Context: an optimization exercise on an open-source flow, tuned for small area, a short achievable clock period and few clock cycles per item. The choices shown serve that exercise and are no tape-out recipe. Where RTL was checked, it was by simulation tests only, not by an equivalence proof against the original. Power figures rest on the tool's default switching activity, not on a simulated workload.

## the reference run
Design fixflo_top, start of the top module:
module fixflo_top (
  input  logic                          clk,
  input  logic                          reset,
  input  logic                          wb_cyc,
  input  logic                          wb_stb,
  input  logic                          wb_we,
  input  logic [fixflo_pkg::ADR_W-1:0]  wb_adr,
  input  logic [fixflo_pkg::DATA_W-1:0] wb_dat_i,
  output logic [fixflo_pkg::DATA_W-1:0] wb_dat_o,
  output logic                          wb_ack
);
Size in the first run: roughly 1100 cells after synthesis, roughly 87 flip-flops.
clock: 7.7 ns
lec_check: 0
abc_area: 1
cap_margin: 20
core_margin: 2
core_utilization: 40
setup_slack_margin: 4.5
slew_margin: 20
standard.sh (not shown) runs the stock make flow with config.mk's settings and CLKGATE_MAP_FILE= SYNTH_SCRIPT=/design/flow/synth_recipe.tcl, a recipe that flattens the netlist after the stock synthesis.
==> flow/flow/run.sh <==
#!/bin/bash
set -euo pipefail
work=$(pwd)
{
  echo "include $work/config.mk"
  echo "export BUFFER_PORTS_ARGS = -buffer_cell sky130_fd_sc_hd__buf_2"
} > "$work/own_config.mk"
sed "s#DESIGN_CONFIG=[^ ]*#DESIGN_CONFIG=$work/own_config.mk#" standard.sh > own_standard.sh
bash own_standard.sh > "$work/own_flow.log" 2>&1
Testbench counts of the reference run, summed over its fixed seeds: cycles 31,048, ops 2,400.
Here is what was changed in the inputs of the trial run compared with the reference run.
--- a/flow/design.v
+++ b/flow/design.v
@@ -162,23 +162,23 @@
   logic        n;
   logic [9:0]  mant;
   logic [4:0]  f_exp;
   logic        f_nan, f_inf, f_zero, f_uf;
   logic [15:0] f_res;
   logic [3:0]  f_flags;
   assign s_top  = acc[11:0] + {1'b1, fa};    
   assign n      = s_top[11];
   assign mant   = n ? s_top[10:1] : s_top[9:0];
-  assign f_exp  = n ? res[4:0] + 5'd1 : res[4:0];
-  assign f_nan  = res[11];
-  assign f_inf  = n ? res[9] : res[10];
-  assign f_zero = n ? res[7] : res[8];
-  assign f_uf   = n ? res[5] : res[6];
+  assign f_exp  = n ? pre[4:0] + 5'd1 : pre[4:0];
+  assign f_nan  = pre[11];
+  assign f_inf  = n ? pre[9] : pre[10];
+  assign f_zero = n ? pre[7] : pre[8];
+  assign f_uf   = n ? pre[5] : pre[6];
   always_comb
   begin
     if (f_nan)
       f_res = fixflo_pkg::QNAN;
     else if (f_inf)
       f_res = {sr, 5'h1F, 10'h0};
     else if (f_zero)
       f_res = {sr, 15'h0};
     else
@@ -238,20 +238,18 @@
       begin
         res   <= res_nx;
         flags <= flags_nx;
         done  <= 1'b1;
       end
       else if (busy)
       begin
         if ((op == OP_MUL && cnt[2]) || op == OP_ADD)
           res[7:0] <= {sum[1:0], res[7:2]};
-        if (op == OP_FLT)
-          res[11:0] <= pre;
       end
     end
     if (!busy || (!fin && (op == OP_FLT || !cnt[2])))
       sticky <= (c_keep & sticky) | (|sum[1:0]);
   end
   logic sel_a, sel_b, sel_res, sel_stat;
   always_ff @(posedge clk)
   begin
     sel_a    <= (wb_adr == fixflo_pkg::REG_A);
==> run notes <==
- The reference run has a lower fraction of final layout cells with drive strength greater than 1 than the trial run.
- Between the trial run and the reference run, it is the trial run whose met2 routed wirelength is lower, by 330 um.
- [compare] base=the reference run new=the trial run: overall power consumption saw an increase; via count moved down; largest net degree at the start of global routing now larger; share of cell area taken by flip-flops and latches dropped 0.18 points.
- Re area overhead of the layout relative to synthesis: the reference run and the trial run aren't equal, and the higher value belongs to the trial run.
- Between the trial run and the reference run, it is the trial run whose register-to-register setup slack is higher, by 0.02 ns.
For the trial run, only the layout was checked, not whether the RTL still works.

P:
The RTL this note starts from:
==> flow/design.v <==
`default_nettype none
package fixflo_pkg;
  localparam int DATA_W = 16;
  localparam int FRAC_W = 8;    
  localparam int MAN_W    = 10;
  localparam int EXP_W    = 5;
  localparam int EXP_BIAS = 15;
  localparam int EXP_MAX  = 31;
  localparam logic [DATA_W-1:0] QNAN = 16'h7E00;
  localparam int ADR_W = 3;
  localparam logic [ADR_W-1:0] REG_A      = 3'd0;
  localparam logic [ADR_W-1:0] REG_B      = 3'd1;
  localparam logic [ADR_W-1:0] REG_CTRL   = 3'd2;  
  localparam logic [ADR_W-1:0] REG_RESULT = 3'd3;
  localparam logic [ADR_W-1:0] REG_STATUS = 3'd4;
  localparam int STAT_FLAGS_LSB = 0;
  localparam int STAT_DONE      = 8;
  typedef enum logic [1:0] {
    OP_FIX_ADD = 2'd0,
    OP_FIX_MUL = 2'd1,
    OP_FLT_MUL = 2'd2
  } op_e;   
  typedef struct packed {
    logic overflow;
    logic zero;
    logic nan;
    logic prec_lost;
  } flags_t;
endpackage
`default_nettype wire
`timescale 1ns/1ps
`default_nettype none
module fixflo_top (
  input  logic                          clk,
  input  logic                          reset,
  input  logic                          wb_cyc,
  input  logic                          wb_stb,
  input  logic                          wb_we,
  input  logic [fixflo_pkg::ADR_W-1:0]  wb_adr,
  input  logic [fixflo_pkg::DATA_W-1:0] wb_dat_i,
  output logic [fixflo_pkg::DATA_W-1:0] wb_dat_o,
  output logic                          wb_ack
);
  localparam logic [1:0] OP_ADD = 2'd0;
  localparam logic [1:0] OP_MUL = 2'd1;
  localparam logic [1:0] OP_FLT = 2'd2;
  logic [15:0] reg_a, reg_b;
  logic [15:0] res;         
  logic [3:0]  flags;       
  logic        done;
  logic        busy;        
  logic        fin;         
  logic [1:0]  op;
  logic [2:0]  cnt;         
  logic [15:0] acc;
  logic        sticky;
  logic        c_flt, c_add, c_keep;
  logic [1:0]  d;
  logic req, acc_en, wr, rd_result, ctrl_wr, ab_wr, b_wr;
  logic [1:0] opc;
  assign req       = wb_cyc & wb_stb;
  assign acc_en    = req & ~wb_ack;
  assign wr        = acc_en & wb_we;
  assign rd_result = acc_en & ~wb_we & (wb_adr == fixflo_pkg::REG_RESULT);
  assign opc       = wb_dat_i[1:0];
  assign ctrl_wr   = wr & (wb_adr == fixflo_pkg::REG_CTRL);
  assign b_wr      = wr & (wb_adr == fixflo_pkg::REG_B);
  assign ab_wr     = wr & ((wb_adr == fixflo_pkg::REG_A) | (wb_adr == fixflo_pkg::REG_B));
  logic [15:0] x;
  logic [15:0] acc_in;
  logic [17:0] sum;
  assign x      = c_flt ? {6'b000001, reg_a[9:0]} : reg_a;
  assign acc_in = (acc & {16{c_keep}}) | (reg_b & {16{c_add}});
  assign sum    = {2'b00, acc_in} + ({2'b00, x} & {18{d[0]}}) + ({1'b0, x, 1'b0} & {18{d[1]}});
  logic last;
  always_comb
    case (op)
      OP_MUL:  last = (cnt == 3'd7);
      OP_FLT:  last = (cnt == 3'd4);
      default: last = 1'b1;
    endcase
  logic       busy_st, fin_st;
  logic [2:0] cnt_st;
  always_comb
  begin
    busy_st = busy;
    fin_st  = fin;
    cnt_st  = cnt;
    if (reset || fin)
    begin
      busy_st = 1'b0;
      fin_st  = 1'b0;
      cnt_st  = 3'd0;
    end
    else if (busy)
    begin
      cnt_st = cnt + 3'd1;
      fin_st = last;
    end
    else
      cnt_st = {2'b00, ~ab_wr & (cnt == 3'd0)};
  end
  logic       st_step;
  logic       st_flt, st_add, st_keep;
  logic [1:0] st_d;
  logic       ln_flt, ln_add, ln_keep;
  logic [1:0] ln_d;
  logic [2:0]  ln_cnt;
  assign st_step = busy_st & ~fin_st;
  assign st_flt  = ~busy_st | (op == OP_FLT);
  assign st_add  = st_step & (op == OP_ADD);
  assign st_keep = (cnt_st != 3'd0);
  assign st_d    = st_add    ? 2'b01 :
                   busy_st   ? reg_b[2*cnt_st +: 2] :
                   b_wr      ? wb_dat_i[1:0] :          
                   cnt_st[0] ? reg_b[3:2] : reg_b[1:0];
  assign ln_flt  = (opc == OP_FLT) | (opc == 2'd3);
  assign ln_add  = (opc == OP_ADD);
  assign ln_keep = (opc == OP_FLT);
  assign ln_cnt  = (opc == OP_FLT) ? cnt + 3'd1 : 3'd0;
  assign ln_d    = ln_add ? 2'b01 : (opc == OP_FLT) ? (cnt[0] ? reg_b[5:4] : reg_b[3:2]) : reg_b[1:0];
  logic go;                   
  assign go = ctrl_wr & ~reset;
  logic        sr;
  logic [4:0]  ea, eb;
  logic [9:0]  fa, fb;
  logic        a_zero, b_zero, a_inf, b_inf, a_nan, b_nan;
  logic [5:0]  e_sum;
  logic [5:0]  e_unb;
  logic        c_nan, c_inf, c_zero;
  logic [11:0] pre;           
  assign sr     = reg_a[15] ^ reg_b[15];
  assign ea     = reg_a[14:10];
  assign eb     = reg_b[14:10];
  assign fa     = reg_a[9:0];
  assign fb     = reg_b[9:0];
  assign a_zero = (ea == 5'd0);
  assign b_zero = (eb == 5'd0);
  assign a_inf  = (ea == 5'd31) & (fa == 10'd0);
  assign b_inf  = (eb == 5'd31) & (fb == 10'd0);
  assign a_nan  = (ea == 5'd31) & (fa != 10'd0);
  assign b_nan  = (eb == 5'd31) & (fb != 10'd0);
  assign c_nan  = a_nan | b_nan | (a_inf & b_zero) | (b_inf & a_zero);
  assign c_inf  = a_inf | b_inf;
  assign c_zero = a_zero | b_zero;
  assign e_sum  = {1'b0, ea} + {1'b0, eb};
  assign e_unb  = {1'b0, ea + eb + 5'd17};    
  logic ovf0, ovf1, uf0, uf1;
  assign ovf0 = (e_sum >= 6'd46);
  assign ovf1 = (e_sum >= 6'd45);
  assign uf0  = (e_sum <  6'd16);
  assign uf1  = (e_sum <  6'd15);
  assign pre = {c_nan,
                ~c_nan & (c_inf | (~c_zero & ovf0)),
                ~c_nan & (c_inf | (~c_zero & ovf1)),
                ~c_nan & ~c_inf & (c_zero | uf0),
                ~c_nan & ~c_inf & (c_zero | uf1),
                ~c_zero & uf0,
                ~c_zero & uf1,
                e_unb[4:0]};
  logic [11:0] s_top;         
  logic        n;
  logic [9:0]  mant;
  logic [4:0]  f_exp;
  logic        f_nan, f_inf, f_zero, f_uf;
  logic [15:0] f_res;
  logic [3:0]  f_flags;
  assign s_top  = acc[11:0] + {1'b1, fa};    
  assign n      = s_top[11];
  assign mant   = n ? s_top[10:1] : s_top[9:0];
  assign f_exp  = n ? res[4:0] + 5'd1 : res[4:0];
  assign f_nan  = res[11];
  assign f_inf  = n ? res[9] : res[10];
  assign f_zero = n ? res[7] : res[8];
  assign f_uf   = n ? res[5] : res[6];
  always_comb
  begin
    if (f_nan)
      f_res = fixflo_pkg::QNAN;
    else if (f_inf)
      f_res = {sr, 5'h1F, 10'h0};
    else if (f_zero)
      f_res = {sr, 15'h0};
    else
      f_res = {sr, f_exp, mant};
  end
  assign f_flags = {f_inf, f_zero, f_nan,
                    f_uf | (~f_nan & ~f_inf & ~f_zero & (sticky | (n & s_top[0])))};
  logic [15:0] res_nx;
  logic [3:0]  flags_nx;      
  always_comb
  begin
    case (op)
      OP_MUL:
      begin
        res_nx   = {acc[7:0], res[7:0]};
        flags_nx = {(|acc[15:8]), (res_nx == 16'h0), 1'b0, sticky};
      end
      OP_FLT:
      begin
        res_nx   = f_res;
        flags_nx = f_flags;
      end
      default:
      begin
        res_nx   = {acc[13:0], res[7:6]};
        flags_nx = {acc[14], (res_nx == 16'h0), 2'b00};
      end
    endcase
  end
  always_ff @(posedge clk)
  begin
    acc    <= sum[17:2];
    busy   <= go ? (opc != 2'd3) : busy_st;
    fin    <= go ? 1'b0 : fin_st;
    op     <= go ? opc : op;
    cnt    <= go ? ln_cnt : cnt_st;
    c_flt  <= go ? ln_flt : st_flt;
    c_add  <= go ? ln_add : st_add;
    c_keep <= go ? ln_keep : st_keep;
    d      <= go ? ln_d : st_d;
    if (reset)
    begin
      wb_ack <= 1'b0;
      reg_a  <= '0;
      reg_b  <= '0;
      res    <= '0;
      flags  <= '0;
      done   <= 1'b0;
    end
    else
    begin
      wb_ack <= acc_en;
      if (wr && wb_adr == fixflo_pkg::REG_A) reg_a <= wb_dat_i;
      if (wr && wb_adr == fixflo_pkg::REG_B) reg_b <= wb_dat_i;
      if (rd_result) done <= 1'b0;
      if (fin)
      begin
        res   <= res_nx;
        flags <= flags_nx;
        done  <= 1'b1;
      end
      else if (busy)
      begin
        if ((op == OP_MUL && cnt[2]) || op == OP_ADD)
          res[7:0] <= {sum[1:0], res[7:2]};
        if (op == OP_FLT)
          res[11:0] <= pre;
      end
    end
    if (!busy || (!fin && (op == OP_FLT || !cnt[2])))
      sticky <= (c_keep & sticky) | (|sum[1:0]);
  end
  logic sel_a, sel_b, sel_res, sel_stat;
  always_ff @(posedge clk)
  begin
    sel_a    <= (wb_adr == fixflo_pkg::REG_A);
    sel_b    <= (wb_adr == fixflo_pkg::REG_B);
    sel_res  <= (wb_adr == fixflo_pkg::REG_RESULT);
    sel_stat <= (wb_adr == fixflo_pkg::REG_STATUS);
  end
  assign wb_dat_o = (reg_a & {16{sel_a}}) | (reg_b & {16{sel_b}}) | (res & {16{sel_res}}) |
                    ({7'd0, done, 4'd0, flags} & {16{sel_stat}});
endmodule
`default_nettype wire
Settings: LEC_CHECK=0, CAP_MARGIN=20, CORE_MARGIN=2, CORE_UTILIZATION=40, SETUP_SLACK_MARGIN=4.5, SLEW_MARGIN=20; clock period 7.7 ns.
Scripts as last shown in full above: flow/flow/run.sh
P ended with every stage complete and zero timing, DRC or antenna violations.
Testbench counts of P, summed over its fixed seeds: cycles 31,048, ops 2,400.
Relative to P, the following input files were edited for Q:
-- flow/design.v --
<<< P, line 57
  logic        c_flt, c_add, c_keep;
  logic [1:0]  d;
  logic req, acc_en, wr, rd_result, ctrl_wr, ab_wr, b_wr;
  logic [1:0] opc;
  assign req       = wb_cyc & wb_stb;
>>> Q, line 57
  logic        c_flt, c_add, c_keep;
  logic [1:0]  d;
  logic req, acc_en, wr, rd_result, ctrl_wr;
  logic [1:0] opc;
  assign req       = wb_cyc & wb_stb;
<<< P, line 65
  assign opc       = wb_dat_i[1:0];
  assign ctrl_wr   = wr & (wb_adr == fixflo_pkg::REG_CTRL);
  assign b_wr      = wr & (wb_adr == fixflo_pkg::REG_B);
  assign ab_wr     = wr & ((wb_adr == fixflo_pkg::REG_A) | (wb_adr == fixflo_pkg::REG_B));
  logic [15:0] x;
  logic [15:0] acc_in;
>>> Q, line 65
  assign opc       = wb_dat_i[1:0];
  assign ctrl_wr   = wr & (wb_adr == fixflo_pkg::REG_CTRL);
  logic [15:0] x;
  logic [15:0] acc_in;
<<< P, line 98
      fin_st = last;
    end
    else
      cnt_st = {2'b00, ~ab_wr & (cnt == 3'd0)};
  end
  logic       st_step;
>>> Q, line 96
      fin_st = last;
    end
  end
  logic       st_step;
<<< P, line 106
  logic       ln_flt, ln_add, ln_keep;
  logic [1:0] ln_d;
  logic [2:0]  ln_cnt;
  assign st_step = busy_st & ~fin_st;
  assign st_flt  = ~busy_st | (op == OP_FLT);
  assign st_add  = st_step & (op == OP_ADD);
  assign st_keep = (cnt_st != 3'd0);
  assign st_d    = st_add    ? 2'b01 :
                   busy_st   ? reg_b[2*cnt_st +: 2] :
                   b_wr      ? wb_dat_i[1:0] :          
                   cnt_st[0] ? reg_b[3:2] : reg_b[1:0];
  assign ln_flt  = (opc == OP_FLT) | (opc == 2'd3);
  assign ln_add  = (opc == OP_ADD);
  assign ln_keep = (opc == OP_FLT);
  assign ln_cnt  = (opc == OP_FLT) ? cnt + 3'd1 : 3'd0;
  assign ln_d    = ln_add ? 2'b01 : (opc == OP_FLT) ? (cnt[0] ? reg_b[5:4] : reg_b[3:2]) : reg_b[1:0];
  logic go;                   
  assign go = ctrl_wr & ~reset;
>>> Q, line 102
  logic       ln_flt, ln_add, ln_keep;
  logic [1:0] ln_d;
  assign st_step = busy_st & ~fin_st;
  assign st_flt  = st_step & (op == OP_FLT);
  assign st_add  = st_step & (op == OP_ADD);
  assign st_keep = st_step & (cnt_st != 3'd0);
  assign st_d    = st_add ? 2'b01 : reg_b[2*cnt_st +: 2];
  assign ln_flt  = (opc == OP_FLT);
  assign ln_add  = (opc == OP_ADD);
  assign ln_keep = (opc == OP_MUL);
  assign ln_d    = ln_add ? 2'b01 : ln_keep ? reg_b[3:2] : reg_b[1:0];
  logic go;                   
  assign go = ctrl_wr & ~reset;
<<< P, line 215
    fin    <= go ? 1'b0 : fin_st;
    op     <= go ? opc : op;
    cnt    <= go ? ln_cnt : cnt_st;
    c_flt  <= go ? ln_flt : st_flt;
    c_add  <= go ? ln_add : st_add;
>>> Q, line 206
    fin    <= go ? 1'b0 : fin_st;
    op     <= go ? opc : op;
    cnt    <= go ? {2'b00, ln_keep} : cnt_st;
    c_flt  <= go ? ln_flt : st_flt;
    c_add  <= go ? ln_add : st_add;
Findings:
In the tables for P and Q, fraction of the cycle the final worst path needs reads higher with P. [compare] base=P new=Q: peak supply drop lower, die area decreased by 1.6% relative to the old numbers. Compared with P, Q shows a floorplan die width that is 0.83% lower. Diff P -> Q | number of nets produced by synthesis | down by a few percent. Lower synthesized area among P and Q: Q.
For Q, only the layout was checked, not whether the RTL still works.

## static timing again, ports no longer ideal
Ports are ideal in the flow. The routed layouts listed here were re-timed in OpenROAD. Step 1 (the two cells are an assumption about what drives the block):
set clk [get_ports {clk}]
set_driving_cell -lib_cell sky130_fd_sc_hd__clkbuf_16 $clk
set_driving_cell -lib_cell sky130_fd_sc_hd__buf_2 [delete_from_list [all_inputs] $clk]
Step 2, shift: input delay + t, output delay - t, t = (earliest + latest rising clock arrival at the registers) / 2. This alone moves slack from input paths to output paths. Slacks: ideal ports / drivers / drivers and shift; pairs: ideal ports / drivers.
| run | t (ns) | setup WS [ns] | worst data-port slew with drivers (ns) |
|---|---|---|---|
| the reference run | 0.395 | 4.573 / 4.531 / 4.271 | 0.04 |
| the trial run | 0.396 | 4.533 / 4.487 / 4.337 | 0.05 |
| P | 0.401 | 4.448 / 4.408 / 4.256 | 0.04 |
| Q | 0.394 | 4.541 / 4.496 / 4.244 | 0.03 |
After both steps setup and hold are still met in every run listed. For the reference run, which loses most, drivers alone change the setup slack by -0.042 ns; drivers and shift together by -0.302 ns.
